This is an optimization exercise on Yosys and OpenROAD, whose aim is small area, a short achievable clock period and few clock cycles per item, not a production implementation.
In this exercise RTL edits were held to simulation tests only and were not proved equivalent to the original.
Power is estimated from default activity; no workload was simulated.

`design/flow/flow/run.sh`:
```
#!/bin/bash
cp standard.sh standard.sh.log
bash standard.sh finish SETUP_SLACK_MARGIN=6.2 > standard.log 2>&1
```
`design/flow/standard.sh`:
```
#!/bin/bash
# synth_recipe.tcl (not shown) runs the flow's synth.tcl, then flattens the netlist and writes it again
# the make line also repeats each setting of config.mk as NAME=value (left out here)
make -C /OpenROAD-flow-scripts/flow DESIGN_CONFIG=/design/flow/config.mk WORK_HOME=/design/flow/orfs CLKGATE_MAP_FILE= SYNTH_SCRIPT=/design/flow/synth_recipe.tcl "${@:-finish}"
```
`design/flow/config.mk`:
```
export PLATFORM = sky130hd
export DESIGN_NAME = relu_neuron_array
export DESIGN_NICKNAME = relu_neuron_array
export VERILOG_FILES = /design/flow/design.v
export SDC_FILE = /design/flow/constraint.sdc
export NUM_CORES = 4
export LEC_CHECK = 0
export CAP_MARGIN = 20
export CORE_MARGIN = 2
export CORE_UTILIZATION = 65
export SLEW_MARGIN = 20
export SYNTH_HIERARCHICAL = 1
export SYNTH_MINIMUM_KEEP_SIZE = 0
```
`design/flow/constraint.sdc`:
```
create_clock -name core_clock -period 10.0 [get_ports {clk}]
set_input_delay 2.0000 -clock core_clock [delete_from_list [all_inputs] [get_ports {clk}]]
set_output_delay 2.0000 -clock core_clock [all_outputs]
set_load 0.01 [all_outputs]
```
`design/flow/design.v`:
```
package relu_pkg;
    localparam int NDIG = 9;
endpackage
module fa (input logic a, b, c, output logic s, co);
    assign s  = a ^ b ^ c;
    assign co = (a & b) | (a & c) | (b & c);
endmodule
module ha (input logic a, b, output logic s, co);
    assign s  = a ^ b;
    assign co = a & b;
endmodule
module mac_lane (
    input  logic        clk,
    input  logic        fire,   
    input  logic [17:0] x,
    input  logic [17:0] w,
    input  logic        keep_d,  
    input  logic        mv,     
    output logic [16:0] res
);
    logic [8:0]  one_q, two_q, neg_q;    
    logic [17:0] w_q;
    logic        keep, clr;    
    logic [18:0] xe;
    assign xe = {x, 1'b0};
    always_ff @(posedge clk) begin
        for (int j = 0; j < 9; j++) begin
            one_q[j] <= fire && (xe[2*j+1] ^ xe[2*j]);
            two_q[j] <= fire && ((xe[2*j+2] && !xe[2*j+1] && !xe[2*j]) ||
                                 (!xe[2*j+2] && xe[2*j+1] && xe[2*j]));
            neg_q[j] <= fire && xe[2*j+2];
        end
        w_q <= w;
        keep <= keep_d;
        clr  <= !keep_d;
    end
    logic [43:0] acc0_q, acc1_q, acc0_d, acc1_d;
    wire s0, c0;
    fa u_s0 (neg_q[0], ((one_q[0] & w_q[0]) ^ neg_q[0]), (acc0_q[0] & keep), s0, c0);
    wire s1, c1;
    fa u_s1 ((((one_q[0] & w_q[1]) | (two_q[0] & w_q[0])) ^ neg_q[0]), (acc0_q[1] & keep), (acc1_q[1] & ~clr), s1, c1);
    wire s2, c2;
    fa u_s2 (neg_q[1], (((one_q[0] & w_q[2]) | (two_q[0] & w_q[1])) ^ neg_q[0]), ((one_q[1] & w_q[0]) ^ neg_q[1]), s2, c2);
    wire s3, c3;
    fa u_s3 ((acc0_q[2] & keep), (acc1_q[2] & ~clr), s2, s3, c3);
    wire s4, c4;
    fa u_s4 ((((one_q[0] & w_q[3]) | (two_q[0] & w_q[2])) ^ neg_q[0]), (((one_q[1] & w_q[1]) | (two_q[1] & w_q[0])) ^ neg_q[1]), (acc0_q[3] & keep), s4, c4);
    wire s5, c5;
    fa u_s5 ((acc1_q[3] & ~clr), c2, s4, s5, c5);
    wire s6, c6;
    fa u_s6 (neg_q[2], (((one_q[0] & w_q[4]) | (two_q[0] & w_q[3])) ^ neg_q[0]), (((one_q[1] & w_q[2]) | (two_q[1] & w_q[1])) ^ neg_q[1]), s6, c6);
    wire s7, c7;
    fa u_s7 (((one_q[2] & w_q[0]) ^ neg_q[2]), (acc0_q[4] & keep), (acc1_q[4] & ~clr), s7, c7);
    wire s8, c8;
    fa u_s8 (s6, c4, s7, s8, c8);
    wire s9, c9;
    fa u_s9 ((((one_q[0] & w_q[5]) | (two_q[0] & w_q[4])) ^ neg_q[0]), (((one_q[1] & w_q[3]) | (two_q[1] & w_q[2])) ^ neg_q[1]), (((one_q[2] & w_q[1]) | (two_q[2] & w_q[0])) ^ neg_q[2]), s9, c9);
    wire s10, c10;
    fa u_s10 ((acc0_q[5] & keep), (acc1_q[5] & ~clr), c6, s10, c10);
    wire s11, c11;
    fa u_s11 (s9, c7, s10, s11, c11);
    wire s12, c12;
    fa u_s12 (neg_q[3], (((one_q[0] & w_q[6]) | (two_q[0] & w_q[5])) ^ neg_q[0]), (((one_q[1] & w_q[4]) | (two_q[1] & w_q[3])) ^ neg_q[1]), s12, c12);
    wire s13, c13;
    fa u_s13 ((((one_q[2] & w_q[2]) | (two_q[2] & w_q[1])) ^ neg_q[2]), ((one_q[3] & w_q[0]) ^ neg_q[3]), (acc0_q[6] & keep), s13, c13);
    wire s14, c14;
    fa u_s14 ((acc1_q[6] & ~clr), c9, s12, s14, c14);
    wire s15, c15;
    fa u_s15 (s13, c10, s14, s15, c15);
    wire s16, c16;
    fa u_s16 ((((one_q[0] & w_q[7]) | (two_q[0] & w_q[6])) ^ neg_q[0]), (((one_q[1] & w_q[5]) | (two_q[1] & w_q[4])) ^ neg_q[1]), (((one_q[2] & w_q[3]) | (two_q[2] & w_q[2])) ^ neg_q[2]), s16, c16);
    wire s17, c17;
    fa u_s17 ((((one_q[3] & w_q[1]) | (two_q[3] & w_q[0])) ^ neg_q[3]), (acc0_q[7] & keep), (acc1_q[7] & ~clr), s17, c17);
    wire s18, c18;
    fa u_s18 (c12, s16, c13, s18, c18);
    wire s19, c19;
    fa u_s19 (s17, c14, s18, s19, c19);
    wire s20, c20;
    fa u_s20 (neg_q[4], (((one_q[0] & w_q[8]) | (two_q[0] & w_q[7])) ^ neg_q[0]), (((one_q[1] & w_q[6]) | (two_q[1] & w_q[5])) ^ neg_q[1]), s20, c20);
    wire s21, c21;
    fa u_s21 ((((one_q[2] & w_q[4]) | (two_q[2] & w_q[3])) ^ neg_q[2]), (((one_q[3] & w_q[2]) | (two_q[3] & w_q[1])) ^ neg_q[3]), ((one_q[4] & w_q[0]) ^ neg_q[4]), s21, c21);
    wire s22, c22;
    fa u_s22 ((acc0_q[8] & keep), (acc1_q[8] & ~clr), c16, s22, c22);
    wire s23, c23;
    fa u_s23 (s20, s21, c17, s23, c23);
    wire s24, c24;
    fa u_s24 (s22, c18, s23, s24, c24);
    wire s25, c25;
    fa u_s25 ((((one_q[0] & w_q[9]) | (two_q[0] & w_q[8])) ^ neg_q[0]), (((one_q[1] & w_q[7]) | (two_q[1] & w_q[6])) ^ neg_q[1]), (((one_q[2] & w_q[5]) | (two_q[2] & w_q[4])) ^ neg_q[2]), s25, c25);
    wire s26, c26;
    fa u_s26 ((((one_q[3] & w_q[3]) | (two_q[3] & w_q[2])) ^ neg_q[3]), (((one_q[4] & w_q[1]) | (two_q[4] & w_q[0])) ^ neg_q[4]), (acc0_q[9] & keep), s26, c26);
    wire s27, c27;
    fa u_s27 ((acc1_q[9] & ~clr), c20, c21, s27, c27);
    wire s28, c28;
    fa u_s28 (s25, s26, c22, s28, c28);
    wire s29, c29;
    fa u_s29 (s27, c23, s28, s29, c29);
    wire s30, c30;
    fa u_s30 (neg_q[5], (((one_q[0] & w_q[10]) | (two_q[0] & w_q[9])) ^ neg_q[0]), (((one_q[1] & w_q[8]) | (two_q[1] & w_q[7])) ^ neg_q[1]), s30, c30);
    wire s31, c31;
    fa u_s31 ((((one_q[2] & w_q[6]) | (two_q[2] & w_q[5])) ^ neg_q[2]), (((one_q[3] & w_q[4]) | (two_q[3] & w_q[3])) ^ neg_q[3]), (((one_q[4] & w_q[2]) | (two_q[4] & w_q[1])) ^ neg_q[4]), s31, c31);
    wire s32, c32;
    fa u_s32 (((one_q[5] & w_q[0]) ^ neg_q[5]), (acc0_q[10] & keep), (acc1_q[10] & ~clr), s32, c32);
    wire s33, c33;
    fa u_s33 (c25, s30, s31, s33, c33);
    wire s34, c34;
    fa u_s34 (c26, s32, c27, s34, c34);
    wire s35, c35;
    fa u_s35 (s33, c28, s34, s35, c35);
    wire s36, c36;
    fa u_s36 ((((one_q[0] & w_q[11]) | (two_q[0] & w_q[10])) ^ neg_q[0]), (((one_q[1] & w_q[9]) | (two_q[1] & w_q[8])) ^ neg_q[1]), (((one_q[2] & w_q[7]) | (two_q[2] & w_q[6])) ^ neg_q[2]), s36, c36);
    wire s37, c37;
    fa u_s37 ((((one_q[3] & w_q[5]) | (two_q[3] & w_q[4])) ^ neg_q[3]), (((one_q[4] & w_q[3]) | (two_q[4] & w_q[2])) ^ neg_q[4]), (((one_q[5] & w_q[1]) | (two_q[5] & w_q[0])) ^ neg_q[5]), s37, c37);
    wire s38, c38;
    fa u_s38 ((acc0_q[11] & keep), (acc1_q[11] & ~clr), c30, s38, c38);
    wire s39, c39;
    fa u_s39 (c31, s36, s37, s39, c39);
    wire s40, c40;
    fa u_s40 (c32, c33, s38, s40, c40);
    wire s41, c41;
    fa u_s41 (s39, c34, s40, s41, c41);
    wire s42, c42;
    fa u_s42 (neg_q[6], (((one_q[0] & w_q[12]) | (two_q[0] & w_q[11])) ^ neg_q[0]), (((one_q[1] & w_q[10]) | (two_q[1] & w_q[9])) ^ neg_q[1]), s42, c42);
    wire s43, c43;
    fa u_s43 ((((one_q[2] & w_q[8]) | (two_q[2] & w_q[7])) ^ neg_q[2]), (((one_q[3] & w_q[6]) | (two_q[3] & w_q[5])) ^ neg_q[3]), (((one_q[4] & w_q[4]) | (two_q[4] & w_q[3])) ^ neg_q[4]), s43, c43);
    wire s44, c44;
    fa u_s44 ((((one_q[5] & w_q[2]) | (two_q[5] & w_q[1])) ^ neg_q[5]), ((one_q[6] & w_q[0]) ^ neg_q[6]), (acc0_q[12] & keep), s44, c44);
    wire s45, c45;
    fa u_s45 ((acc1_q[12] & ~clr), c36, c37, s45, c45);
    wire s46, c46;
    fa u_s46 (s42, s43, s44, s46, c46);
    wire s47, c47;
    fa u_s47 (c38, c39, s45, s47, c47);
    wire s48, c48;
    fa u_s48 (s46, c40, s47, s48, c48);
    wire s49, c49;
    fa u_s49 ((((one_q[0] & w_q[13]) | (two_q[0] & w_q[12])) ^ neg_q[0]), (((one_q[1] & w_q[11]) | (two_q[1] & w_q[10])) ^ neg_q[1]), (((one_q[2] & w_q[9]) | (two_q[2] & w_q[8])) ^ neg_q[2]), s49, c49);
    wire s50, c50;
    fa u_s50 ((((one_q[3] & w_q[7]) | (two_q[3] & w_q[6])) ^ neg_q[3]), (((one_q[4] & w_q[5]) | (two_q[4] & w_q[4])) ^ neg_q[4]), (((one_q[5] & w_q[3]) | (two_q[5] & w_q[2])) ^ neg_q[5]), s50, c50);
    wire s51, c51;
    fa u_s51 ((((one_q[6] & w_q[1]) | (two_q[6] & w_q[0])) ^ neg_q[6]), (acc0_q[13] & keep), (acc1_q[13] & ~clr), s51, c51);
    wire s52, c52;
    fa u_s52 (c42, c43, s49, s52, c52);
    wire s53, c53;
    fa u_s53 (s50, c44, s51, s53, c53);
    wire s54, c54;
    fa u_s54 (c45, s52, c46, s54, c54);
    wire s55, c55;
    fa u_s55 (s53, c47, s54, s55, c55);
    wire s56, c56;
    fa u_s56 (neg_q[7], (((one_q[0] & w_q[14]) | (two_q[0] & w_q[13])) ^ neg_q[0]), (((one_q[1] & w_q[12]) | (two_q[1] & w_q[11])) ^ neg_q[1]), s56, c56);
    wire s57, c57;
    fa u_s57 ((((one_q[2] & w_q[10]) | (two_q[2] & w_q[9])) ^ neg_q[2]), (((one_q[3] & w_q[8]) | (two_q[3] & w_q[7])) ^ neg_q[3]), (((one_q[4] & w_q[6]) | (two_q[4] & w_q[5])) ^ neg_q[4]), s57, c57);
    wire s58, c58;
    fa u_s58 ((((one_q[5] & w_q[4]) | (two_q[5] & w_q[3])) ^ neg_q[5]), (((one_q[6] & w_q[2]) | (two_q[6] & w_q[1])) ^ neg_q[6]), ((one_q[7] & w_q[0]) ^ neg_q[7]), s58, c58);
    wire s59, c59;
    fa u_s59 ((acc0_q[14] & keep), (acc1_q[14] & ~clr), c49, s59, c59);
    wire s60, c60;
    fa u_s60 (c50, s56, s57, s60, c60);
    wire s61, c61;
    fa u_s61 (s58, c51, c52, s61, c61);
    wire s62, c62;
    fa u_s62 (s59, s60, c53, s62, c62);
    wire s63, c63;
    fa u_s63 (s61, c54, s62, s63, c63);
    wire s64, c64;
    fa u_s64 ((((one_q[0] & w_q[15]) | (two_q[0] & w_q[14])) ^ neg_q[0]), (((one_q[1] & w_q[13]) | (two_q[1] & w_q[12])) ^ neg_q[1]), (((one_q[2] & w_q[11]) | (two_q[2] & w_q[10])) ^ neg_q[2]), s64, c64);
    wire s65, c65;
    fa u_s65 ((((one_q[3] & w_q[9]) | (two_q[3] & w_q[8])) ^ neg_q[3]), (((one_q[4] & w_q[7]) | (two_q[4] & w_q[6])) ^ neg_q[4]), (((one_q[5] & w_q[5]) | (two_q[5] & w_q[4])) ^ neg_q[5]), s65, c65);
    wire s66, c66;
    fa u_s66 ((((one_q[6] & w_q[3]) | (two_q[6] & w_q[2])) ^ neg_q[6]), (((one_q[7] & w_q[1]) | (two_q[7] & w_q[0])) ^ neg_q[7]), (acc0_q[15] & keep), s66, c66);
    wire s67, c67;
    fa u_s67 ((acc1_q[15] & ~clr), c56, c57, s67, c67);
    wire s68, c68;
    fa u_s68 (c58, s64, s65, s68, c68);
    wire s69, c69;
    fa u_s69 (s66, c59, c60, s69, c69);
    wire s70, c70;
    fa u_s70 (s67, s68, c61, s70, c70);
    wire s71, c71;
    fa u_s71 (s69, c62, s70, s71, c71);
    wire s72, c72;
    fa u_s72 (neg_q[8], (((one_q[0] & w_q[16]) | (two_q[0] & w_q[15])) ^ neg_q[0]), (((one_q[1] & w_q[14]) | (two_q[1] & w_q[13])) ^ neg_q[1]), s72, c72);
    wire s73, c73;
    fa u_s73 ((((one_q[2] & w_q[12]) | (two_q[2] & w_q[11])) ^ neg_q[2]), (((one_q[3] & w_q[10]) | (two_q[3] & w_q[9])) ^ neg_q[3]), (((one_q[4] & w_q[8]) | (two_q[4] & w_q[7])) ^ neg_q[4]), s73, c73);
    wire s74, c74;
    fa u_s74 ((((one_q[5] & w_q[6]) | (two_q[5] & w_q[5])) ^ neg_q[5]), (((one_q[6] & w_q[4]) | (two_q[6] & w_q[3])) ^ neg_q[6]), (((one_q[7] & w_q[2]) | (two_q[7] & w_q[1])) ^ neg_q[7]), s74, c74);
    wire s75, c75;
    fa u_s75 (((one_q[8] & w_q[0]) ^ neg_q[8]), (acc0_q[16] & keep), (acc1_q[16] & ~clr), s75, c75);
    wire s76, c76;
    fa u_s76 (c64, c65, s72, s76, c76);
    wire s77, c77;
    fa u_s77 (s73, s74, c66, s77, c77);
    wire s78, c78;
    fa u_s78 (s75, c67, c68, s78, c78);
    wire s79, c79;
    fa u_s79 (s76, s77, c69, s79, c79);
    wire s80, c80;
    fa u_s80 (s78, c70, s79, s80, c80);
    wire s81, c81;
    fa u_s81 ((((one_q[0] & w_q[17]) | (two_q[0] & w_q[16])) ^ neg_q[0]), (((one_q[1] & w_q[15]) | (two_q[1] & w_q[14])) ^ neg_q[1]), (((one_q[2] & w_q[13]) | (two_q[2] & w_q[12])) ^ neg_q[2]), s81, c81);
    wire s82, c82;
    fa u_s82 ((((one_q[3] & w_q[11]) | (two_q[3] & w_q[10])) ^ neg_q[3]), (((one_q[4] & w_q[9]) | (two_q[4] & w_q[8])) ^ neg_q[4]), (((one_q[5] & w_q[7]) | (two_q[5] & w_q[6])) ^ neg_q[5]), s82, c82);
    wire s83, c83;
    fa u_s83 ((((one_q[6] & w_q[5]) | (two_q[6] & w_q[4])) ^ neg_q[6]), (((one_q[7] & w_q[3]) | (two_q[7] & w_q[2])) ^ neg_q[7]), (((one_q[8] & w_q[1]) | (two_q[8] & w_q[0])) ^ neg_q[8]), s83, c83);
    wire s84, c84;
    fa u_s84 ((acc0_q[17] & keep), (acc1_q[17] & ~clr), c72, s84, c84);
    wire s85, c85;
    fa u_s85 (c73, c74, s81, s85, c85);
    wire s86, c86;
    fa u_s86 (s82, s83, c75, s86, c86);
    wire s87, c87;
    fa u_s87 (c76, s84, s85, s87, c87);
    wire s88, c88;
    fa u_s88 (c77, s86, c78, s88, c88);
    wire s89, c89;
    fa u_s89 (s87, c79, s88, s89, c89);
    wire s90, c90;
    fa u_s90 (1'b1, ~(((one_q[0] | two_q[0]) & w_q[17]) ^ neg_q[0]), (((one_q[1] & w_q[16]) | (two_q[1] & w_q[15])) ^ neg_q[1]), s90, c90);
    wire s91, c91;
    fa u_s91 ((((one_q[2] & w_q[14]) | (two_q[2] & w_q[13])) ^ neg_q[2]), (((one_q[3] & w_q[12]) | (two_q[3] & w_q[11])) ^ neg_q[3]), (((one_q[4] & w_q[10]) | (two_q[4] & w_q[9])) ^ neg_q[4]), s91, c91);
    wire s92, c92;
    fa u_s92 ((((one_q[5] & w_q[8]) | (two_q[5] & w_q[7])) ^ neg_q[5]), (((one_q[6] & w_q[6]) | (two_q[6] & w_q[5])) ^ neg_q[6]), (((one_q[7] & w_q[4]) | (two_q[7] & w_q[3])) ^ neg_q[7]), s92, c92);
    wire s93, c93;
    fa u_s93 ((((one_q[8] & w_q[2]) | (two_q[8] & w_q[1])) ^ neg_q[8]), (acc0_q[18] & keep), (acc1_q[18] & ~clr), s93, c93);
    wire s94, c94;
    fa u_s94 (c81, c82, c83, s94, c94);
    wire s95, c95;
    fa u_s95 (s90, s91, s92, s95, c95);
    wire s96, c96;
    fa u_s96 (s93, c84, c85, s96, c96);
    wire s97, c97;
    fa u_s97 (s94, s95, c86, s97, c97);
    wire s98, c98;
    fa u_s98 (c87, s96, s97, s98, c98);
    wire s99, c99;
    ha u_s99 (c88, s98, s99, c99);
    wire s100, c100;
    fa u_s100 (1'b1, (((one_q[1] & w_q[17]) | (two_q[1] & w_q[16])) ^ neg_q[1]), (((one_q[2] & w_q[15]) | (two_q[2] & w_q[14])) ^ neg_q[2]), s100, c100);
    wire s101, c101;
    fa u_s101 ((((one_q[3] & w_q[13]) | (two_q[3] & w_q[12])) ^ neg_q[3]), (((one_q[4] & w_q[11]) | (two_q[4] & w_q[10])) ^ neg_q[4]), (((one_q[5] & w_q[9]) | (two_q[5] & w_q[8])) ^ neg_q[5]), s101, c101);
    wire s102, c102;
    fa u_s102 ((((one_q[6] & w_q[7]) | (two_q[6] & w_q[6])) ^ neg_q[6]), (((one_q[7] & w_q[5]) | (two_q[7] & w_q[4])) ^ neg_q[7]), (((one_q[8] & w_q[3]) | (two_q[8] & w_q[2])) ^ neg_q[8]), s102, c102);
    wire s103, c103;
    fa u_s103 ((acc0_q[19] & keep), (acc1_q[19] & ~clr), c90, s103, c103);
    wire s104, c104;
    fa u_s104 (c91, c92, s100, s104, c104);
    wire s105, c105;
    fa u_s105 (s101, s102, c93, s105, c105);
    wire s106, c106;
    fa u_s106 (c94, c95, s103, s106, c106);
    wire s107, c107;
    fa u_s107 (s104, s105, c96, s107, c107);
    wire s108, c108;
    fa u_s108 (s106, c97, s107, s108, c108);
    wire s109, c109;
    ha u_s109 (c98, s108, s109, c109);
    wire s110, c110;
    fa u_s110 (~(((one_q[1] | two_q[1]) & w_q[17]) ^ neg_q[1]), (((one_q[2] & w_q[16]) | (two_q[2] & w_q[15])) ^ neg_q[2]), (((one_q[3] & w_q[14]) | (two_q[3] & w_q[13])) ^ neg_q[3]), s110, c110);
    wire s111, c111;
    fa u_s111 ((((one_q[4] & w_q[12]) | (two_q[4] & w_q[11])) ^ neg_q[4]), (((one_q[5] & w_q[10]) | (two_q[5] & w_q[9])) ^ neg_q[5]), (((one_q[6] & w_q[8]) | (two_q[6] & w_q[7])) ^ neg_q[6]), s111, c111);
    wire s112, c112;
    fa u_s112 ((((one_q[7] & w_q[6]) | (two_q[7] & w_q[5])) ^ neg_q[7]), (((one_q[8] & w_q[4]) | (two_q[8] & w_q[3])) ^ neg_q[8]), (acc0_q[20] & keep), s112, c112);
    wire s113, c113;
    fa u_s113 ((acc1_q[20] & ~clr), c100, c101, s113, c113);
    wire s114, c114;
    fa u_s114 (c102, s110, s111, s114, c114);
    wire s115, c115;
    fa u_s115 (s112, c103, c104, s115, c115);
    wire s116, c116;
    fa u_s116 (s113, s114, c105, s116, c116);
    wire s117, c117;
    fa u_s117 (c106, s115, s116, s117, c117);
    wire s118, c118;
    fa u_s118 (c107, s117, c108, s118, c118);
    wire s119, c119;
    fa u_s119 (1'b1, (((one_q[2] & w_q[17]) | (two_q[2] & w_q[16])) ^ neg_q[2]), (((one_q[3] & w_q[15]) | (two_q[3] & w_q[14])) ^ neg_q[3]), s119, c119);
    wire s120, c120;
    fa u_s120 ((((one_q[4] & w_q[13]) | (two_q[4] & w_q[12])) ^ neg_q[4]), (((one_q[5] & w_q[11]) | (two_q[5] & w_q[10])) ^ neg_q[5]), (((one_q[6] & w_q[9]) | (two_q[6] & w_q[8])) ^ neg_q[6]), s120, c120);
    wire s121, c121;
    fa u_s121 ((((one_q[7] & w_q[7]) | (two_q[7] & w_q[6])) ^ neg_q[7]), (((one_q[8] & w_q[5]) | (two_q[8] & w_q[4])) ^ neg_q[8]), (acc0_q[21] & keep), s121, c121);
    wire s122, c122;
    fa u_s122 ((acc1_q[21] & ~clr), c110, c111, s122, c122);
    wire s123, c123;
    fa u_s123 (s119, s120, c112, s123, c123);
    wire s124, c124;
    fa u_s124 (s121, c113, c114, s124, c124);
    wire s125, c125;
    fa u_s125 (s122, s123, c115, s125, c125);
    wire s126, c126;
    fa u_s126 (s124, c116, s125, s126, c126);
    wire s127, c127;
    ha u_s127 (c117, s126, s127, c127);
    wire s128, c128;
    fa u_s128 (~(((one_q[2] | two_q[2]) & w_q[17]) ^ neg_q[2]), (((one_q[3] & w_q[16]) | (two_q[3] & w_q[15])) ^ neg_q[3]), (((one_q[4] & w_q[14]) | (two_q[4] & w_q[13])) ^ neg_q[4]), s128, c128);
    wire s129, c129;
    fa u_s129 ((((one_q[5] & w_q[12]) | (two_q[5] & w_q[11])) ^ neg_q[5]), (((one_q[6] & w_q[10]) | (two_q[6] & w_q[9])) ^ neg_q[6]), (((one_q[7] & w_q[8]) | (two_q[7] & w_q[7])) ^ neg_q[7]), s129, c129);
    wire s130, c130;
    fa u_s130 ((((one_q[8] & w_q[6]) | (two_q[8] & w_q[5])) ^ neg_q[8]), (acc0_q[22] & keep), (acc1_q[22] & ~clr), s130, c130);
    wire s131, c131;
    fa u_s131 (c119, c120, s128, s131, c131);
    wire s132, c132;
    fa u_s132 (s129, c121, s130, s132, c132);
    wire s133, c133;
    fa u_s133 (c122, s131, c123, s133, c133);
    wire s134, c134;
    fa u_s134 (s132, c124, s133, s134, c134);
    wire s135, c135;
    fa u_s135 (c125, s134, c126, s135, c135);
    wire s136, c136;
    fa u_s136 (1'b1, (((one_q[3] & w_q[17]) | (two_q[3] & w_q[16])) ^ neg_q[3]), (((one_q[4] & w_q[15]) | (two_q[4] & w_q[14])) ^ neg_q[4]), s136, c136);
    wire s137, c137;
    fa u_s137 ((((one_q[5] & w_q[13]) | (two_q[5] & w_q[12])) ^ neg_q[5]), (((one_q[6] & w_q[11]) | (two_q[6] & w_q[10])) ^ neg_q[6]), (((one_q[7] & w_q[9]) | (two_q[7] & w_q[8])) ^ neg_q[7]), s137, c137);
    wire s138, c138;
    fa u_s138 ((((one_q[8] & w_q[7]) | (two_q[8] & w_q[6])) ^ neg_q[8]), (acc0_q[23] & keep), (acc1_q[23] & ~clr), s138, c138);
    wire s139, c139;
    fa u_s139 (c128, c129, s136, s139, c139);
    wire s140, c140;
    fa u_s140 (s137, c130, s138, s140, c140);
    wire s141, c141;
    fa u_s141 (c131, s139, c132, s141, c141);
    wire s142, c142;
    fa u_s142 (s140, c133, s141, s142, c142);
    wire s143, c143;
    ha u_s143 (c134, s142, s143, c143);
    wire s144, c144;
    fa u_s144 (~(((one_q[3] | two_q[3]) & w_q[17]) ^ neg_q[3]), (((one_q[4] & w_q[16]) | (two_q[4] & w_q[15])) ^ neg_q[4]), (((one_q[5] & w_q[14]) | (two_q[5] & w_q[13])) ^ neg_q[5]), s144, c144);
    wire s145, c145;
    fa u_s145 ((((one_q[6] & w_q[12]) | (two_q[6] & w_q[11])) ^ neg_q[6]), (((one_q[7] & w_q[10]) | (two_q[7] & w_q[9])) ^ neg_q[7]), (((one_q[8] & w_q[8]) | (two_q[8] & w_q[7])) ^ neg_q[8]), s145, c145);
    wire s146, c146;
    fa u_s146 ((acc0_q[24] & keep), (acc1_q[24] & ~clr), c136, s146, c146);
    wire s147, c147;
    fa u_s147 (c137, s144, s145, s147, c147);
    wire s148, c148;
    fa u_s148 (c138, c139, s146, s148, c148);
    wire s149, c149;
    fa u_s149 (s147, c140, s148, s149, c149);
    wire s150, c150;
    fa u_s150 (c141, s149, c142, s150, c150);
    wire s151, c151;
    fa u_s151 (1'b1, (((one_q[4] & w_q[17]) | (two_q[4] & w_q[16])) ^ neg_q[4]), (((one_q[5] & w_q[15]) | (two_q[5] & w_q[14])) ^ neg_q[5]), s151, c151);
    wire s152, c152;
    fa u_s152 ((((one_q[6] & w_q[13]) | (two_q[6] & w_q[12])) ^ neg_q[6]), (((one_q[7] & w_q[11]) | (two_q[7] & w_q[10])) ^ neg_q[7]), (((one_q[8] & w_q[9]) | (two_q[8] & w_q[8])) ^ neg_q[8]), s152, c152);
    wire s153, c153;
    fa u_s153 ((acc0_q[25] & keep), (acc1_q[25] & ~clr), c144, s153, c153);
    wire s154, c154;
    fa u_s154 (c145, s151, s152, s154, c154);
    wire s155, c155;
    fa u_s155 (c146, c147, s153, s155, c155);
    wire s156, c156;
    fa u_s156 (s154, c148, s155, s156, c156);
    wire s157, c157;
    ha u_s157 (c149, s156, s157, c157);
    wire s158, c158;
    fa u_s158 (~(((one_q[4] | two_q[4]) & w_q[17]) ^ neg_q[4]), (((one_q[5] & w_q[16]) | (two_q[5] & w_q[15])) ^ neg_q[5]), (((one_q[6] & w_q[14]) | (two_q[6] & w_q[13])) ^ neg_q[6]), s158, c158);
    wire s159, c159;
    fa u_s159 ((((one_q[7] & w_q[12]) | (two_q[7] & w_q[11])) ^ neg_q[7]), (((one_q[8] & w_q[10]) | (two_q[8] & w_q[9])) ^ neg_q[8]), (acc0_q[26] & keep), s159, c159);
    wire s160, c160;
    fa u_s160 ((acc1_q[26] & ~clr), c151, c152, s160, c160);
    wire s161, c161;
    fa u_s161 (s158, s159, c153, s161, c161);
    wire s162, c162;
    fa u_s162 (c154, s160, c155, s162, c162);
    wire s163, c163;
    fa u_s163 (s161, c156, s162, s163, c163);
    wire s164, c164;
    fa u_s164 (1'b1, (((one_q[5] & w_q[17]) | (two_q[5] & w_q[16])) ^ neg_q[5]), (((one_q[6] & w_q[15]) | (two_q[6] & w_q[14])) ^ neg_q[6]), s164, c164);
    wire s165, c165;
    fa u_s165 ((((one_q[7] & w_q[13]) | (two_q[7] & w_q[12])) ^ neg_q[7]), (((one_q[8] & w_q[11]) | (two_q[8] & w_q[10])) ^ neg_q[8]), (acc0_q[27] & keep), s165, c165);
    wire s166, c166;
    fa u_s166 ((acc1_q[27] & ~clr), c158, s164, s166, c166);
    wire s167, c167;
    fa u_s167 (c159, s165, c160, s167, c167);
    wire s168, c168;
    fa u_s168 (s166, c161, s167, s168, c168);
    wire s169, c169;
    ha u_s169 (c162, s168, s169, c169);
    wire s170, c170;
    fa u_s170 (~(((one_q[5] | two_q[5]) & w_q[17]) ^ neg_q[5]), (((one_q[6] & w_q[16]) | (two_q[6] & w_q[15])) ^ neg_q[6]), (((one_q[7] & w_q[14]) | (two_q[7] & w_q[13])) ^ neg_q[7]), s170, c170);
    wire s171, c171;
    fa u_s171 ((((one_q[8] & w_q[12]) | (two_q[8] & w_q[11])) ^ neg_q[8]), (acc0_q[28] & keep), (acc1_q[28] & ~clr), s171, c171);
    wire s172, c172;
    fa u_s172 (c164, s170, c165, s172, c172);
    wire s173, c173;
    fa u_s173 (s171, c166, s172, s173, c173);
    wire s174, c174;
    fa u_s174 (c167, s173, c168, s174, c174);
    wire s175, c175;
    fa u_s175 (1'b1, (((one_q[6] & w_q[17]) | (two_q[6] & w_q[16])) ^ neg_q[6]), (((one_q[7] & w_q[15]) | (two_q[7] & w_q[14])) ^ neg_q[7]), s175, c175);
    wire s176, c176;
    fa u_s176 ((((one_q[8] & w_q[13]) | (two_q[8] & w_q[12])) ^ neg_q[8]), (acc0_q[29] & keep), (acc1_q[29] & ~clr), s176, c176);
    wire s177, c177;
    fa u_s177 (c170, s175, c171, s177, c177);
    wire s178, c178;
    fa u_s178 (s176, c172, s177, s178, c178);
    wire s179, c179;
    ha u_s179 (c173, s178, s179, c179);
    wire s180, c180;
    fa u_s180 (~(((one_q[6] | two_q[6]) & w_q[17]) ^ neg_q[6]), (((one_q[7] & w_q[16]) | (two_q[7] & w_q[15])) ^ neg_q[7]), (((one_q[8] & w_q[14]) | (two_q[8] & w_q[13])) ^ neg_q[8]), s180, c180);
    wire s181, c181;
    fa u_s181 ((acc0_q[30] & keep), (acc1_q[30] & ~clr), c175, s181, c181);
    wire s182, c182;
    fa u_s182 (s180, c176, s181, s182, c182);
    wire s183, c183;
    fa u_s183 (c177, s182, c178, s183, c183);
    wire s184, c184;
    fa u_s184 (1'b1, (((one_q[7] & w_q[17]) | (two_q[7] & w_q[16])) ^ neg_q[7]), (((one_q[8] & w_q[15]) | (two_q[8] & w_q[14])) ^ neg_q[8]), s184, c184);
    wire s185, c185;
    fa u_s185 ((acc0_q[31] & keep), (acc1_q[31] & ~clr), c180, s185, c185);
    wire s186, c186;
    fa u_s186 (s184, c181, s185, s186, c186);
    wire s187, c187;
    ha u_s187 (c182, s186, s187, c187);
    wire s188, c188;
    fa u_s188 (~(((one_q[7] | two_q[7]) & w_q[17]) ^ neg_q[7]), (((one_q[8] & w_q[16]) | (two_q[8] & w_q[15])) ^ neg_q[8]), (acc0_q[32] & keep), s188, c188);
    wire s189, c189;
    fa u_s189 ((acc1_q[32] & ~clr), c184, s188, s189, c189);
    wire s190, c190;
    fa u_s190 (c185, s189, c186, s190, c190);
    wire s191, c191;
    fa u_s191 (1'b1, (((one_q[8] & w_q[17]) | (two_q[8] & w_q[16])) ^ neg_q[8]), (acc0_q[33] & keep), s191, c191);
    wire s192, c192;
    fa u_s192 ((acc1_q[33] & ~clr), c188, s191, s192, c192);
    wire s193, c193;
    ha u_s193 (c189, s192, s193, c193);
    wire s194, c194;
    fa u_s194 (~(((one_q[8] | two_q[8]) & w_q[17]) ^ neg_q[8]), (acc0_q[34] & keep), (acc1_q[34] & ~clr), s194, c194);
    wire s195, c195;
    fa u_s195 (c191, s194, c192, s195, c195);
    wire s196, c196;
    fa u_s196 (1'b1, (acc0_q[35] & keep), (acc1_q[35] & ~clr), s196, c196);
    wire s197, c197;
    ha u_s197 (c194, s196, s197, c197);
    wire s198, c198;
    fa u_s198 (1'b1, (acc0_q[36] & keep), (acc1_q[36] & ~clr), s198, c198);
    wire s199, c199;
    ha u_s199 (c196, s198, s199, c199);
    wire s200, c200;
    fa u_s200 (1'b1, (acc0_q[37] & keep), (acc1_q[37] & ~clr), s200, c200);
    wire s201, c201;
    ha u_s201 (c198, s200, s201, c201);
    wire s202, c202;
    fa u_s202 (1'b1, (acc0_q[38] & keep), (acc1_q[38] & ~clr), s202, c202);
    wire s203, c203;
    ha u_s203 (c200, s202, s203, c203);
    wire s204, c204;
    fa u_s204 (1'b1, (acc0_q[39] & keep), (acc1_q[39] & ~clr), s204, c204);
    wire s205, c205;
    ha u_s205 (c202, s204, s205, c205);
    wire s206, c206;
    fa u_s206 (1'b1, (acc0_q[40] & keep), (acc1_q[40] & ~clr), s206, c206);
    wire s207, c207;
    ha u_s207 (c204, s206, s207, c207);
    wire s208, c208;
    fa u_s208 (1'b1, (acc0_q[41] & keep), (acc1_q[41] & ~clr), s208, c208);
    wire s209, c209;
    ha u_s209 (c206, s208, s209, c209);
    wire s210, c210;
    fa u_s210 (1'b1, (acc0_q[42] & keep), (acc1_q[42] & ~clr), s210, c210);
    wire s211, c211;
    ha u_s211 (c208, s210, s211, c211);
    wire s212, c212;
    fa u_s212 (1'b1, (acc0_q[43] & keep), (acc1_q[43] & ~clr), s212, c212);
    wire s213, c213;
    ha u_s213 (c210, s212, s213, c213);
    assign acc0_d[0] = (acc1_q[0] & ~clr);
    assign acc1_d[0] = s0;
    assign acc0_d[1] = c0;
    assign acc1_d[1] = s1;
    assign acc0_d[2] = c1;
    assign acc1_d[2] = s3;
    assign acc0_d[3] = c3;
    assign acc1_d[3] = s5;
    assign acc0_d[4] = c5;
    assign acc1_d[4] = s8;
    assign acc0_d[5] = c8;
    assign acc1_d[5] = s11;
    assign acc0_d[6] = c11;
    assign acc1_d[6] = s15;
    assign acc0_d[7] = c15;
    assign acc1_d[7] = s19;
    assign acc0_d[8] = c19;
    assign acc1_d[8] = s24;
    assign acc0_d[9] = c24;
    assign acc1_d[9] = s29;
    assign acc0_d[10] = c29;
    assign acc1_d[10] = s35;
    assign acc0_d[11] = c35;
    assign acc1_d[11] = s41;
    assign acc0_d[12] = c41;
    assign acc1_d[12] = s48;
    assign acc0_d[13] = c48;
    assign acc1_d[13] = s55;
    assign acc0_d[14] = c55;
    assign acc1_d[14] = s63;
    assign acc0_d[15] = c63;
    assign acc1_d[15] = s71;
    assign acc0_d[16] = c71;
    assign acc1_d[16] = s80;
    assign acc0_d[17] = c80;
    assign acc1_d[17] = s89;
    assign acc0_d[18] = c89;
    assign acc1_d[18] = s99;
    assign acc0_d[19] = c99;
    assign acc1_d[19] = s109;
    assign acc0_d[20] = c109;
    assign acc1_d[20] = s118;
    assign acc0_d[21] = c118;
    assign acc1_d[21] = s127;
    assign acc0_d[22] = c127;
    assign acc1_d[22] = s135;
    assign acc0_d[23] = c135;
    assign acc1_d[23] = s143;
    assign acc0_d[24] = c143;
    assign acc1_d[24] = s150;
    assign acc0_d[25] = c150;
    assign acc1_d[25] = s157;
    assign acc0_d[26] = c157;
    assign acc1_d[26] = s163;
    assign acc0_d[27] = c163;
    assign acc1_d[27] = s169;
    assign acc0_d[28] = c169;
    assign acc1_d[28] = s174;
    assign acc0_d[29] = c174;
    assign acc1_d[29] = s179;
    assign acc0_d[30] = c179;
    assign acc1_d[30] = s183;
    assign acc0_d[31] = c183;
    assign acc1_d[31] = s187;
    assign acc0_d[32] = c187;
    assign acc1_d[32] = s190;
    assign acc0_d[33] = c190;
    assign acc1_d[33] = s193;
    assign acc0_d[34] = c193;
    assign acc1_d[34] = s195;
    assign acc0_d[35] = c195;
    assign acc1_d[35] = s197;
    assign acc0_d[36] = c197;
    assign acc1_d[36] = s199;
    assign acc0_d[37] = c199;
    assign acc1_d[37] = s201;
    assign acc0_d[38] = c201;
    assign acc1_d[38] = s203;
    assign acc0_d[39] = c203;
    assign acc1_d[39] = s205;
    assign acc0_d[40] = c205;
    assign acc1_d[40] = s207;
    assign acc0_d[41] = c207;
    assign acc1_d[41] = s209;
    assign acc0_d[42] = c209;
    assign acc1_d[42] = s211;
    assign acc0_d[43] = c211;
    assign acc1_d[43] = s213;
    always_ff @(posedge clk) begin
        acc0_q <= acc0_d;
        acc1_q <= acc1_d;
    end
    wire [43:0] pg, gg;
    ha u_pg0 (acc0_q[0], acc1_q[0], pg[0], gg[0]);
    ha u_pg1 (acc0_q[1], acc1_q[1], pg[1], gg[1]);
    ha u_pg2 (acc0_q[2], acc1_q[2], pg[2], gg[2]);
    ha u_pg3 (acc0_q[3], acc1_q[3], pg[3], gg[3]);
    ha u_pg4 (acc0_q[4], acc1_q[4], pg[4], gg[4]);
    ha u_pg5 (acc0_q[5], acc1_q[5], pg[5], gg[5]);
    ha u_pg6 (acc0_q[6], acc1_q[6], pg[6], gg[6]);
    ha u_pg7 (acc0_q[7], acc1_q[7], pg[7], gg[7]);
    ha u_pg8 (acc0_q[8], acc1_q[8], pg[8], gg[8]);
    ha u_pg9 (acc0_q[9], acc1_q[9], pg[9], gg[9]);
    ha u_pg10 (acc0_q[10], acc1_q[10], pg[10], gg[10]);
    ha u_pg11 (acc0_q[11], acc1_q[11], pg[11], gg[11]);
    ha u_pg12 (acc0_q[12], acc1_q[12], pg[12], gg[12]);
    ha u_pg13 (acc0_q[13], acc1_q[13], pg[13], gg[13]);
    ha u_pg14 (acc0_q[14], acc1_q[14], pg[14], gg[14]);
    ha u_pg15 (acc0_q[15], acc1_q[15], pg[15], gg[15]);
    ha u_pg16 (acc0_q[16], acc1_q[16], pg[16], gg[16]);
    ha u_pg17 (acc0_q[17], acc1_q[17], pg[17], gg[17]);
    ha u_pg18 (acc0_q[18], acc1_q[18], pg[18], gg[18]);
    ha u_pg19 (acc0_q[19], acc1_q[19], pg[19], gg[19]);
    ha u_pg20 (acc0_q[20], acc1_q[20], pg[20], gg[20]);
    ha u_pg21 (acc0_q[21], acc1_q[21], pg[21], gg[21]);
    ha u_pg22 (acc0_q[22], acc1_q[22], pg[22], gg[22]);
    ha u_pg23 (acc0_q[23], acc1_q[23], pg[23], gg[23]);
    ha u_pg24 (acc0_q[24], acc1_q[24], pg[24], gg[24]);
    ha u_pg25 (acc0_q[25], acc1_q[25], pg[25], gg[25]);
    ha u_pg26 (acc0_q[26], acc1_q[26], pg[26], gg[26]);
    ha u_pg27 (acc0_q[27], acc1_q[27], pg[27], gg[27]);
    ha u_pg28 (acc0_q[28], acc1_q[28], pg[28], gg[28]);
    ha u_pg29 (acc0_q[29], acc1_q[29], pg[29], gg[29]);
    ha u_pg30 (acc0_q[30], acc1_q[30], pg[30], gg[30]);
    ha u_pg31 (acc0_q[31], acc1_q[31], pg[31], gg[31]);
    ha u_pg32 (acc0_q[32], acc1_q[32], pg[32], gg[32]);
    ha u_pg33 (acc0_q[33], acc1_q[33], pg[33], gg[33]);
    ha u_pg34 (acc0_q[34], acc1_q[34], pg[34], gg[34]);
    ha u_pg35 (acc0_q[35], acc1_q[35], pg[35], gg[35]);
    ha u_pg36 (acc0_q[36], acc1_q[36], pg[36], gg[36]);
    ha u_pg37 (acc0_q[37], acc1_q[37], pg[37], gg[37]);
    ha u_pg38 (acc0_q[38], acc1_q[38], pg[38], gg[38]);
    ha u_pg39 (acc0_q[39], acc1_q[39], pg[39], gg[39]);
    ha u_pg40 (acc0_q[40], acc1_q[40], pg[40], gg[40]);
    ha u_pg41 (acc0_q[41], acc1_q[41], pg[41], gg[41]);
    ha u_pg42 (acc0_q[42], acc1_q[42], pg[42], gg[42]);
    ha u_pg43 (acc0_q[43], acc1_q[43], pg[43], gg[43]);
    wire gl_16_17 = gg[17] | (pg[17] & gg[16]);
    wire pl_16_17 = pg[17] & pg[16];
    wire gl_15_17 = gl_16_17 | (pl_16_17 & gg[15]);
    wire pl_15_17 = pl_16_17 & pg[15];
    wire gl_13_14 = gg[14] | (pg[14] & gg[13]);
    wire pl_13_14 = pg[14] & pg[13];
    wire gl_13_17 = gl_15_17 | (pl_15_17 & gl_13_14);
    wire pl_13_17 = pl_15_17 & pl_13_14;
    wire gl_11_12 = gg[12] | (pg[12] & gg[11]);
    wire pl_11_12 = pg[12] & pg[11];
    wire gl_9_10 = gg[10] | (pg[10] & gg[9]);
    wire pl_9_10 = pg[10] & pg[9];
    wire gl_9_12 = gl_11_12 | (pl_11_12 & gl_9_10);
    wire pl_9_12 = pl_11_12 & pl_9_10;
    wire gl_9_17 = gl_13_17 | (pl_13_17 & gl_9_12);
    wire pl_9_17 = pl_13_17 & pl_9_12;
    wire gl_7_8 = gg[8] | (pg[8] & gg[7]);
    wire pl_7_8 = pg[8] & pg[7];
    wire gl_6_8 = gl_7_8 | (pl_7_8 & gg[6]);
    wire pl_6_8 = pl_7_8 & pg[6];
    wire gl_4_5 = gg[5] | (pg[5] & gg[4]);
    wire pl_4_5 = pg[5] & pg[4];
    wire gl_4_8 = gl_6_8 | (pl_6_8 & gl_4_5);
    wire pl_4_8 = pl_6_8 & pl_4_5;
    wire gl_2_3 = gg[3] | (pg[3] & gg[2]);
    wire pl_2_3 = pg[3] & pg[2];
    wire gl_0_1 = gg[1] | (pg[1] & gg[0]);
    wire gl_0_3 = gl_2_3 | (pl_2_3 & gl_0_1);
    wire gl_0_8 = gl_4_8 | (pl_4_8 & gl_0_3);
    wire gl_0_17 = gl_9_17 | (pl_9_17 & gl_0_8);
    wire gs0_1 = gg[19] | (pg[19] & gg[18]);
    wire ps0_1 = pg[19] & pg[18];
    wire gs0_3 = gg[21] | (pg[21] & gg[20]);
    wire ps0_3 = pg[21] & pg[20];
    wire gs0_5 = gg[23] | (pg[23] & gg[22]);
    wire ps0_5 = pg[23] & pg[22];
    wire gs0_7 = gg[25] | (pg[25] & gg[24]);
    wire ps0_7 = pg[25] & pg[24];
    wire gs0_9 = gg[27] | (pg[27] & gg[26]);
    wire ps0_9 = pg[27] & pg[26];
    wire gs0_11 = gg[29] | (pg[29] & gg[28]);
    wire ps0_11 = pg[29] & pg[28];
    wire gs0_13 = gg[31] | (pg[31] & gg[30]);
    wire ps0_13 = pg[31] & pg[30];
    wire gs0_15 = gg[33] | (pg[33] & gg[32]);
    wire ps0_15 = pg[33] & pg[32];
    wire gs0_17 = gg[35] | (pg[35] & gg[34]);
    wire ps0_17 = pg[35] & pg[34];
    wire gs0_19 = gg[37] | (pg[37] & gg[36]);
    wire ps0_19 = pg[37] & pg[36];
    wire gs0_21 = gg[39] | (pg[39] & gg[38]);
    wire ps0_21 = pg[39] & pg[38];
    wire gs0_23 = gg[41] | (pg[41] & gg[40]);
    wire ps0_23 = pg[41] & pg[40];
    wire gs1_2 = gg[20] | (pg[20] & gs0_1);
    wire ps1_2 = pg[20] & ps0_1;
    wire gs1_3 = gs0_3 | (ps0_3 & gs0_1);
    wire ps1_3 = ps0_3 & ps0_1;
    wire gs1_6 = gg[24] | (pg[24] & gs0_5);
    wire ps1_6 = pg[24] & ps0_5;
    wire gs1_7 = gs0_7 | (ps0_7 & gs0_5);
    wire ps1_7 = ps0_7 & ps0_5;
    wire gs1_10 = gg[28] | (pg[28] & gs0_9);
    wire ps1_10 = pg[28] & ps0_9;
    wire gs1_11 = gs0_11 | (ps0_11 & gs0_9);
    wire ps1_11 = ps0_11 & ps0_9;
    wire gs1_14 = gg[32] | (pg[32] & gs0_13);
    wire ps1_14 = pg[32] & ps0_13;
    wire gs1_15 = gs0_15 | (ps0_15 & gs0_13);
    wire ps1_15 = ps0_15 & ps0_13;
    wire gs1_18 = gg[36] | (pg[36] & gs0_17);
    wire ps1_18 = pg[36] & ps0_17;
    wire gs1_19 = gs0_19 | (ps0_19 & gs0_17);
    wire ps1_19 = ps0_19 & ps0_17;
    wire gs1_22 = gg[40] | (pg[40] & gs0_21);
    wire ps1_22 = pg[40] & ps0_21;
    wire gs1_23 = gs0_23 | (ps0_23 & gs0_21);
    wire ps1_23 = ps0_23 & ps0_21;
    wire gs2_4 = gg[22] | (pg[22] & gs1_3);
    wire ps2_4 = pg[22] & ps1_3;
    wire gs2_5 = gs0_5 | (ps0_5 & gs1_3);
    wire ps2_5 = ps0_5 & ps1_3;
    wire gs2_6 = gs1_6 | (ps1_6 & gs1_3);
    wire ps2_6 = ps1_6 & ps1_3;
    wire gs2_7 = gs1_7 | (ps1_7 & gs1_3);
    wire ps2_7 = ps1_7 & ps1_3;
    wire gs2_12 = gg[30] | (pg[30] & gs1_11);
    wire ps2_12 = pg[30] & ps1_11;
    wire gs2_13 = gs0_13 | (ps0_13 & gs1_11);
    wire ps2_13 = ps0_13 & ps1_11;
    wire gs2_14 = gs1_14 | (ps1_14 & gs1_11);
    wire ps2_14 = ps1_14 & ps1_11;
    wire gs2_15 = gs1_15 | (ps1_15 & gs1_11);
    wire ps2_15 = ps1_15 & ps1_11;
    wire gs2_20 = gg[38] | (pg[38] & gs1_19);
    wire ps2_20 = pg[38] & ps1_19;
    wire gs2_21 = gs0_21 | (ps0_21 & gs1_19);
    wire ps2_21 = ps0_21 & ps1_19;
    wire gs2_22 = gs1_22 | (ps1_22 & gs1_19);
    wire ps2_22 = ps1_22 & ps1_19;
    wire gs2_23 = gs1_23 | (ps1_23 & gs1_19);
    wire ps2_23 = ps1_23 & ps1_19;
    wire gs3_8 = gg[26] | (pg[26] & gs2_7);
    wire ps3_8 = pg[26] & ps2_7;
    wire gs3_9 = gs0_9 | (ps0_9 & gs2_7);
    wire ps3_9 = ps0_9 & ps2_7;
    wire gs3_10 = gs1_10 | (ps1_10 & gs2_7);
    wire ps3_10 = ps1_10 & ps2_7;
    wire gs3_11 = gs1_11 | (ps1_11 & gs2_7);
    wire ps3_11 = ps1_11 & ps2_7;
    wire gs3_12 = gs2_12 | (ps2_12 & gs2_7);
    wire ps3_12 = ps2_12 & ps2_7;
    wire gs3_13 = gs2_13 | (ps2_13 & gs2_7);
    wire ps3_13 = ps2_13 & ps2_7;
    wire gs3_14 = gs2_14 | (ps2_14 & gs2_7);
    wire ps3_14 = ps2_14 & ps2_7;
    wire gs3_15 = gs2_15 | (ps2_15 & gs2_7);
    wire ps3_15 = ps2_15 & ps2_7;
    wire gs3_24 = gg[42] | (pg[42] & gs2_23);
    wire ps3_24 = pg[42] & ps2_23;
    wire gs4_16 = gg[34] | (pg[34] & gs3_15);
    wire ps4_16 = pg[34] & ps3_15;
    wire gs4_17 = gs0_17 | (ps0_17 & gs3_15);
    wire ps4_17 = ps0_17 & ps3_15;
    wire gs4_18 = gs1_18 | (ps1_18 & gs3_15);
    wire ps4_18 = ps1_18 & ps3_15;
    wire gs4_19 = gs1_19 | (ps1_19 & gs3_15);
    wire ps4_19 = ps1_19 & ps3_15;
    wire gs4_20 = gs2_20 | (ps2_20 & gs3_15);
    wire ps4_20 = ps2_20 & ps3_15;
    wire gs4_21 = gs2_21 | (ps2_21 & gs3_15);
    wire ps4_21 = ps2_21 & ps3_15;
    wire gs4_22 = gs2_22 | (ps2_22 & gs3_15);
    wire ps4_22 = ps2_22 & ps3_15;
    wire gs4_23 = gs2_23 | (ps2_23 & gs3_15);
    wire ps4_23 = ps2_23 & ps3_15;
    wire gs4_24 = gs3_24 | (ps3_24 & gs3_15);
    wire ps4_24 = ps3_24 & ps3_15;
    wire [43:18] cy, sum;
    assign cy[18] = gl_0_17;
    assign cy[19] = gg[18] | (pg[18] & gl_0_17);
    assign cy[20] = gs0_1 | (ps0_1 & gl_0_17);
    assign cy[21] = gs1_2 | (ps1_2 & gl_0_17);
    assign cy[22] = gs1_3 | (ps1_3 & gl_0_17);
    assign cy[23] = gs2_4 | (ps2_4 & gl_0_17);
    assign cy[24] = gs2_5 | (ps2_5 & gl_0_17);
    assign cy[25] = gs2_6 | (ps2_6 & gl_0_17);
    assign cy[26] = gs2_7 | (ps2_7 & gl_0_17);
    assign cy[27] = gs3_8 | (ps3_8 & gl_0_17);
    assign cy[28] = gs3_9 | (ps3_9 & gl_0_17);
    assign cy[29] = gs3_10 | (ps3_10 & gl_0_17);
    assign cy[30] = gs3_11 | (ps3_11 & gl_0_17);
    assign cy[31] = gs3_12 | (ps3_12 & gl_0_17);
    assign cy[32] = gs3_13 | (ps3_13 & gl_0_17);
    assign cy[33] = gs3_14 | (ps3_14 & gl_0_17);
    assign cy[34] = gs3_15 | (ps3_15 & gl_0_17);
    assign cy[35] = gs4_16 | (ps4_16 & gl_0_17);
    assign cy[36] = gs4_17 | (ps4_17 & gl_0_17);
    assign cy[37] = gs4_18 | (ps4_18 & gl_0_17);
    assign cy[38] = gs4_19 | (ps4_19 & gl_0_17);
    assign cy[39] = gs4_20 | (ps4_20 & gl_0_17);
    assign cy[40] = gs4_21 | (ps4_21 & gl_0_17);
    assign cy[41] = gs4_22 | (ps4_22 & gl_0_17);
    assign cy[42] = gs4_23 | (ps4_23 & gl_0_17);
    assign cy[43] = gs4_24 | (ps4_24 & gl_0_17);
    assign sum = pg[43:18] ^ cy;
    logic [16:0] act;
    always_comb begin
        if (sum[43])          act = 17'd0;
        else if (|sum[42:35]) act = 17'h1ffff;
        else                    act = sum[34:18];
    end
    always_ff @(posedge clk) begin
        if (mv) res <= act;
    end
endmodule
module relu_neuron_array
#(
    parameter int N          = 18,
    parameter int LANES      = 4,
    parameter int K_MAX      = 256,
    parameter int SHIFT      = 18,
    parameter int LEAK_SHIFT = 3
) (
    input  logic                 clk,
    input  logic                 rst,
    input  logic                 in_valid,
    output logic                 in_ready,
    input  logic                 in_last,
    input  logic [N-1:0]         in_x,
    input  logic [LANES*N-1:0]   in_w,
    output logic                 out_valid,
    input  logic                 out_ready,
    output logic [LANES*N-1:0]   out_data,
    output logic                 err_ovf
);
    logic [7:0]      cnt_q;       
    logic            b_q;         
    logic            bc_q;        
    logic            start_q;     
    logic            p_q;         
    logic            v_q;         
    logic            err_q;
    logic fire, close, mv, keep_d;
    assign in_ready = !((bc_q && (v_q || p_q)) || (p_q && v_q));
    assign fire     = in_valid && in_ready;
    assign close    = fire && (in_last || (&cnt_q));
    assign mv       = p_q && (!v_q || out_ready);
    assign keep_d   = !(fire && (b_q ? bc_q : start_q));
    always_ff @(posedge clk or negedge rst) begin
        if (!rst) begin
            cnt_q   <= '0;
            b_q     <= 1'b0;
            bc_q    <= 1'b0;
            start_q <= 1'b1;
            p_q     <= 1'b0;
            v_q     <= 1'b0;
            err_q   <= 1'b0;
        end else begin
            if (close)      cnt_q <= '0;
            else if (fire)  cnt_q <= cnt_q + 8'd1;
            if (close && !in_last) err_q <= 1'b1;
            b_q  <= fire;
            bc_q <= close;
            if (b_q) start_q <= bc_q;
            p_q  <= bc_q || (p_q && !mv);
            v_q  <= mv || (v_q && !out_ready);
        end
    end
    for (genvar i = 0; i < LANES; i++) begin : g_lane
        mac_lane u_lane (
            .clk  (clk),
            .fire (fire),
            .x    (in_x),
            .w    (in_w[i*N +: N]),
            .keep_d (keep_d),
            .mv   (mv),
            .res  (out_data[i*N +: N-1])
        );
        assign out_data[i*N+N-1] = 1'b0;
    end
    assign out_valid = v_q;
    assign err_ovf   = err_q;
endmodule
```
==> results_dict.tcl, run 1 <==
set metrics [dict create \
    synth.most_common_cell "fa_1" \
    grt_max_degree 111 \
    async_reset_ff_share_pct 2.25 \
    powerDensity_nw_per_um2 358 \
    synth_cells 4928 \
    cp.depth 8 \
    dp_hpwl_mm 99.3 \
    initial_utilization_pct 65.7 \
    synth_edf_count 68 \
    cap_violations 0 \
    critPathTopFamily "adder cells" \
    min_period_over_period_pct 37.3 \
    synth-seq-cells 622 \
    synth.area.top_cells "fa_1 29%, dfxtp_1 20%, xnor2_1 11%" \
    slew_headroom_pct 31.9 \
    drt-wirelength-per-cell_um 23.5 \
    grt_pass1_vias 39819 \
    syn_area_sq_um 54000 \
    cts_root_buffer "clkbuf_16" \
    h-tree-depth 3 \
    path_cells "a22oi_1 > xnor2_1 > fa_1 > fa_1 > fa_1 > fa_1 > fa_1 > fa_1" \
    routed_wl_mm 141 \
    rsz0062_at_grt "no" \
    port_buffers 165 \
    ant_nets 0 \
    grt_overflow_total 0 \
    fin_nets 6020 \
    yosysUniqueCellTypes 69 \
    utilization_pct 71.9 \
    worstSetupEndpointType "flip-flop" \
    grt_pass1_wl_mm 226 \
    ys_seq_area_share_pct 24.4 \
    grtUsageTotal_pct 33.6 \
    reg2reg_from "g_lane[1].u_lane.w_q[11]" \
    io_pins 170 \
    viasPerCell 6.31 \
    power.leakage_nw 22.7 \
    arrival_ns 4.24 \
    path_clk_slew_ns 0.06 \
    drive_gt1_share_pct 8.19 \
    outcome "timing/DRC/antenna clean" \
    hold_path_class "flip-flop to flip-flop" \
    area_growth_pct 9.39 \
    cpMostUsedCell "fa_1" \
    netlist.area_leader.share_pct 29.0 \
    drt_pass1_iterations 6 \
    die-area_sq_um 85500 \
    hold_viol 0 \
    cp_num_buf_inv 0 \
    cts_sinks 622 \
    clock_latency_ns 0.63 \
    rows 105 \
    avgSynthCellArea_sq_um 11.0 \
    drtIter0Drc 3330 \
    synthFlopType "dfxtp_1" \
    max_stage_delay_ns 0.60 \
    gp_congestion 0.904 \
    die_x_um 292 \
    yosys.area.top_type "fa_1" \
    setup-violations-final 0 \
    max_clock_freq_mhz 268 \
    clockBufferDepth 3 \
    placed_area_sq_um 56200 \
    ys_top_cells_by_count "784 x fa_1, 678 x xnor2_1, 612 x a22oi_1" \
    finalSetupTns_ns 0 \
    ys_warn_count 8 \
    drv_slew 0 \
    crit_path_start_kind "flip-flop" \
    ir_drop_mv 0.258 \
    cp-startpoint "g_lane[1].u_lane.w_q[11]" \
    fin_worst_skew_ns 0.0231 \
    antenna_found_initial 10 \
    core_sq_um 82200 \
    hp-start "g_lane[0].u_lane.acc1_q[0]" \
    critPathMaxFanout 18 \
    drc 0 \
    period_minus_slack_ns 3.73 \
    numCtsBuffers 74 \
    setup.worst_path.class "flip-flop to flip-flop" \
    die_y_um 292 \
    r2r_cells 8 \
    via_count 37982 \
    final_cell_area_sq_um 59100 \
    tightest_slew_ns 1.02 \
    crit_path_top_delay_cell "dfxtp_2" \
    ctsHoldBuffers 0 \
    required_ns 10.51 \
    min_path_cells 1 \
    cts_tree "done" \
]
flip-flops by register name, summed over array words and instances, names as in the netlist, 4 cells and up:
name                  cells
g_lane.u_lane.res        68
g_lane.u_lane.clr         4
g_lane.u_lane.neg_q      36
g_lane.u_lane.two_q      36
g_lane.u_lane.one_q      36
g_lane.u_lane.keep        4
g_lane.u_lane.acc1_q    176
cnt_q                     8
g_lane.u_lane.acc0_q    176
g_lane.u_lane.w_q        72
per-module statistics from Yosys, one instance, submodules excluded:
module	flip-flops and latches	cells	times used	area (sq um)
fa	0	1	784	20.0
ha	0	1	248	12.5
mac_lane	152	956	4	8640
relu_neuron_array	14	72	1	697
final timing paths:
check / endpoint / slack, ns
min in group asynchronous: cnt_q[5] / 1.76
min: g_lane[0].u_lane.acc0_q[0] / 0.47
max in group asynchronous: cnt_q[6] / 7.84
max reg2reg: g_lane[1].u_lane.acc1_q[20] / 6.27
max: g_lane[1].u_lane.acc1_q[20] / 6.27
min reg2reg: g_lane[0].u_lane.acc0_q[0] / 0.47
metal layers:
layer | vias up | wire length (um) | global-route usage [%]
met5 | - | 76 | 0
met4 | 14 | 3960 | 10.3
met3 | 305 | 12200 | 6.10
met2 | 1770 | 65800 | 53.2
met1 | 19068 | 59100 | 47.3
li1 | 16825 | - | -
placed cells by master, fill, tap and decap left out, types with 76 or more instances in the layout:
cell type,n
a21oi_1,94
a22oi_1,612
and2_1,293
clkbuf_16,79
clkdlybuf4s50_1,162
conb_1,76
dfxtp_1,412
dfxtp_2,76
fa_1,784
ha_1,253
nand2_1,168
nor2_1,90
nor2b_1,192
o21ai_0,98
xnor2_1,678
xor2_1,104
through the flow:
step                      power [mW]  hold WS (ns)  worst slack (ns)  std cells
after floorplan                 14.4         0.442              6.23       4999
after global placement          17.7         0.450              5.93       5877
after detailed placement        18.2         0.457              5.88       5877
after CTS                       21.3         0.476              6.20       6011
after global routing            23.4         0.490              6.20       6017
final                           21.2         0.474              6.27       6020
cell type report:
cell class	instances	area [sq um]
antenna	5	12.5
clock inverter	33	419
multi-input combinational	3907	39300
sequential	622	13500
inverter	41	154
clock buffer	100	2130
timing repair buffer	242	2270
fill	5996	23100
tap	1070	1340
power by group:
part / switching [mW] / internal, mW / total (mW)
Sequential: 0.682 / 3.87 / 4.55
Combinational: 7.46 / 6.29 / 13.7
Clock: 1.14 / 1.73 / 2.87
logic make-up (layout without fill, tap and decap cells):
family	count (synthesis)	in the layout	synth area share, %
buf+inv	470	416	3.40
other cells	5	81	0.0347
flops	622	622	24.4
mux	9	9	0.178
xor+xnor	782	782	12.7
simple gates	903	903	9.45
compound gates	1099	1099	14.9
fa+ha+maj	1038	1038	34.9
what timing repair did:
| item | in CTS | in global routing |
|---|---|---|
| pin swaps | 1 | 4 |
| setup endpoints to repair | 69 | 94 |
| buffers inserted | 1 | 4 |
| resized for setup | 119 | 63 |
Testbench counts, summed over its fixed seeds: cycles 16,199, vectors 480.
==> run 2: changes to the inputs <==
==> design/flow/run.sh (new file) <==
#!/bin/bash
# synth_recipe.tcl (not shown) runs the flow's synth.tcl, then flattens the netlist and writes it again
# the make line also repeats each setting of config.mk as NAME=value (left out here)
make -C /OpenROAD-flow-scripts/flow DESIGN_CONFIG=/design/flow/config.mk WORK_HOME=/design/flow/orfs CLKGATE_MAP_FILE= SYNTH_SCRIPT=/design/flow/synth_recipe.tcl finish
--- a/design/flow/config.mk
+++ b/design/flow/config.mk
@@ -8,5 +8,5 @@
 export CAP_MARGIN = 20
 export CORE_MARGIN = 2
-export CORE_UTILIZATION = 65
+export CORE_UTILIZATION = 50
 export SLEW_MARGIN = 20
 export SYNTH_HIERARCHICAL = 1
removed: design/flow/flow/run.sh
removed: design/flow/standard.sh
==> run 2 against run 1 <==
  * Global-route usage down 6.9 points
  * Maximum frequency decreased by 11%
  * Clock power is 5% higher
  * Final cell count up 5.7%
  * Via count shrank 2.2%
  * Clock skew rose by 0.0043 ns
  * Routed wire length up 3.1%
  * Combinational power barely moved
  * Die area up 30%
  * Largest power group unchanged
  * Highest routed layer unchanged
==> results_dict.tcl, run 2 <==
set metrics [dict create \
    final_cell_mix "784 x fa_1, 678 x xnor2_1, 612 x a22oi_1, 536 x dfxtp_1, 293 x and2_1" \
    setup-violations-final 0 \
    grt_overflow_total 0 \
    drtIter0Drc 2912 \
    async_reset_ff_share_pct 2.25 \
    arrival_ns 4.71 \
    port_buffers 165 \
    tightest_slew_ns 1.06 \
    period_minus_slack_ns 4.19 \
    dpl_worst_slack_ns 5.90 \
    grtUsageTotal_pct 26.6 \
    die_y_um 333 \
    finalSetupTns_ns 0 \
    ctsHoldBuffers 0 \
    cts_root_buffer "clkbuf_16" \
    crit_path_start_kind "flip-flop" \
    antenna_found_initial 8 \
    die-area_sq_um 111000 \
    rsz0062_at_grt "no" \
    ir_drop_mv 0.289 \
    initial_utilization_pct 50.4 \
    placed_area_sq_um 56600 \
    post_cts_buffers 0 \
    ant_nets 0 \
    area_growth_pct 9.83 \
    min_period_over_period_pct 41.9 \
    ys_top_cells_by_count "784 x fa_1, 678 x xnor2_1, 612 x a22oi_1" \
    synth_edf_count 68 \
    mostFrequentLayoutCell "fa_1" \
    max_clock_freq_mhz 239 \
    cts-resized-gates 0 \
    synth.area.top_cells "fa_1 29%, dfxtp_1 20%, xnor2_1 11%" \
    io_pins 170 \
    cap_violations 0 \
    path_clk_slew_ns 0.06 \
    synthFlopType "dfxtp_1" \
    swShare_pct 43.5 \
    drt_pass1_iterations 9 \
    grt_pass1_wl_mm 232 \
    slew_headroom_pct 28.1 \
    drt-wirelength-per-cell_um 22.9 \
    gp_congestion 0.862 \
    ys_warn_count 8 \
    power.leakage_nw 22.7 \
    rrSetupSlack_ns 5.81 \
    intPower_mw 11.9 \
    hold_path_class "flip-flop to flip-flop" \
    fin_nets 6028 \
    powerDensity_nw_per_um2 355 \
    final_cell_area_sq_um 59400 \
    routed_wl_mm 146 \
    clockBufferDepth 3 \
    h-tree-depth 3 \
    required_ns 10.52 \
    drv_slew 0 \
    drc 0 \
    cts_tree "done" \
    clock_latency_ns 0.66 \
    top_regs "g_lane.u_lane.acc0_q: 176 flops, g_lane.u_lane.acc1_q: 176 flops, g_lane.u_lane.w_q: 72 flops" \
    fin_worst_skew_ns 0.0273 \
    dp_hpwl_mm 102 \
    drive_gt1_share_pct 5.95 \
    comb_power_share_pct 64.3 \
    rows 120 \
    worstSetupEndpointType "flip-flop" \
    core_sq_um 107000 \
    setup_slack_ns 5.81 \
    synth_cells 4928 \
    yosys.area.top_type "fa_1" \
    clock_power_share_pct 14.3 \
    setup.worst_path.class "flip-flop to flip-flop" \
    hold_viol 0 \
    pwr-share-seq_pct 21.4 \
    ys_seq_area_share_pct 24.4 \
    utilization_pct 55.4 \
    yosysUniqueCellTypes 69 \
    via_count 37145 \
    syn_area_sq_um 54000 \
    critPathMaxFanout 18 \
    die_x_um 333 \
    cts_sinks 622 \
    hold_ws_ns 0.461 \
    grt_pass1_vias 39480 \
    synth-seq-cells 622 \
    avgSynthCellArea_sq_um 11.0 \
    p_switching_mw 9.17 \
    netlist.area_leader.share_pct 29.0 \
    viasPerCell 5.84 \
    grt_max_degree 111 \
    numCtsBuffers 79 \
    outcome "timing/DRC/antenna clean" \
    synth.most_common_cell "fa_1" \
]
-- run 2: cell counts after synthesis --
Identical to the previous run, type by type.
-- run 2: logic make-up after synthesis --
logic type                 after synthesis  synth area share [%]
adders and majority gates             1038                  34.9
xor gates and xnor gates               782                  12.7
and+or+nand+nor                        903                  9.45
other                                    5                0.0347
AOI/OAI and AO/OA                     1099                  14.9
buffers and inverters                  470                  3.40
muxes                                    9                 0.178
DFF                                    622                  24.4
-- run 2: worst paths after layout --
path,start,end,cells after the start
worst max-delay path,g_lane[0].u_lane.w_q[12],g_lane[0].u_lane.acc1_q[20],8
worst min-delay path,g_lane[2].u_lane.acc1_q[0],g_lane[2].u_lane.acc0_q[0],1
worst max register to register,g_lane[0].u_lane.w_q[12],g_lane[0].u_lane.acc1_q[20],8
worst min register to register,g_lane[2].u_lane.acc1_q[0],g_lane[2].u_lane.acc0_q[0],1
max in group asynchronous,rst,cnt_q[0],1
min in group asynchronous,rst,p_q,1
-- run 2: critical path, cell delays in order, from the launching register on --
cell,delay [ns]
dfxtp_1,0.95
a22oi_1,0.23
xnor2_1,0.28
fa_1,0.48
fa_1,0.40
fa_1,0.41
fa_1,0.46
fa_1,0.39
fa_1,0.44
-- run 2: area by class of cell --
class / instances / area (sq um)
Fill cell: 9410 / 47800
Multi-Input combinational cell: 3907 / 39300
Sequential cell: 622 / 13200
Clock buffer: 109 / 2280
Timing Repair Buffer: 245 / 2240
Tap cell: 1403 / 1760
Clock inverter: 35 / 432
Inverter: 41 / 154
Antenna cell: 2 / 5.00
-- run 2: through the flow --
step           total power [mW]  std cells
2_1_floorplan              14.4       4999
3_3_place_gp               17.8       6217
3_5_place_dp               18.1       6217
4_1_cts                    21.4       6361
5_1_grt                    23.5       6363
6_report                   21.1       6364
-- run 2: modules after synthesis (local to each module, per instance) --
module | flip-flops and latches | cells | times used | cell area (sq um)
mac_lane | 152 | 956 | 4 | 8640
relu_neuron_array | 14 | 72 | 1 | 697
fa | 0 | 1 | 784 | 20.0
ha | 0 | 1 | 248 | 12.5
-- run 2: power by group through the flow --
| stage | logic, mW | clock network (mW) | registers, mW |
|---|---|---|---|
| final | 13.6 | 3.00 | 4.51 |
| after global routing | 15.7 | 3.19 | 4.61 |
| after detailed placement | 13.6 | 0 | 4.54 |
| after global placement | 13.3 | 0 | 4.53 |
| after CTS | 13.8 | 3.09 | 4.51 |
| after floorplan | 10.1 | 0 | 4.25 |
-- run 2: metal layers --
| layer | part of all wire (%) | GRT usage, % | routed length [um] | up-vias |
|---|---|---|---|---|
| met5 | 0.018 | 0 | 26 | - |
| met4 | 1.9 | 6.88 | 2840 | 4 |
| met3 | 7.5 | 5.60 | 10900 | 207 |
| met2 | 45 | 41.5 | 66000 | 1304 |
| met1 | 45 | 37.8 | 65800 | 18784 |
| li1 | - | - | - | 16846 |
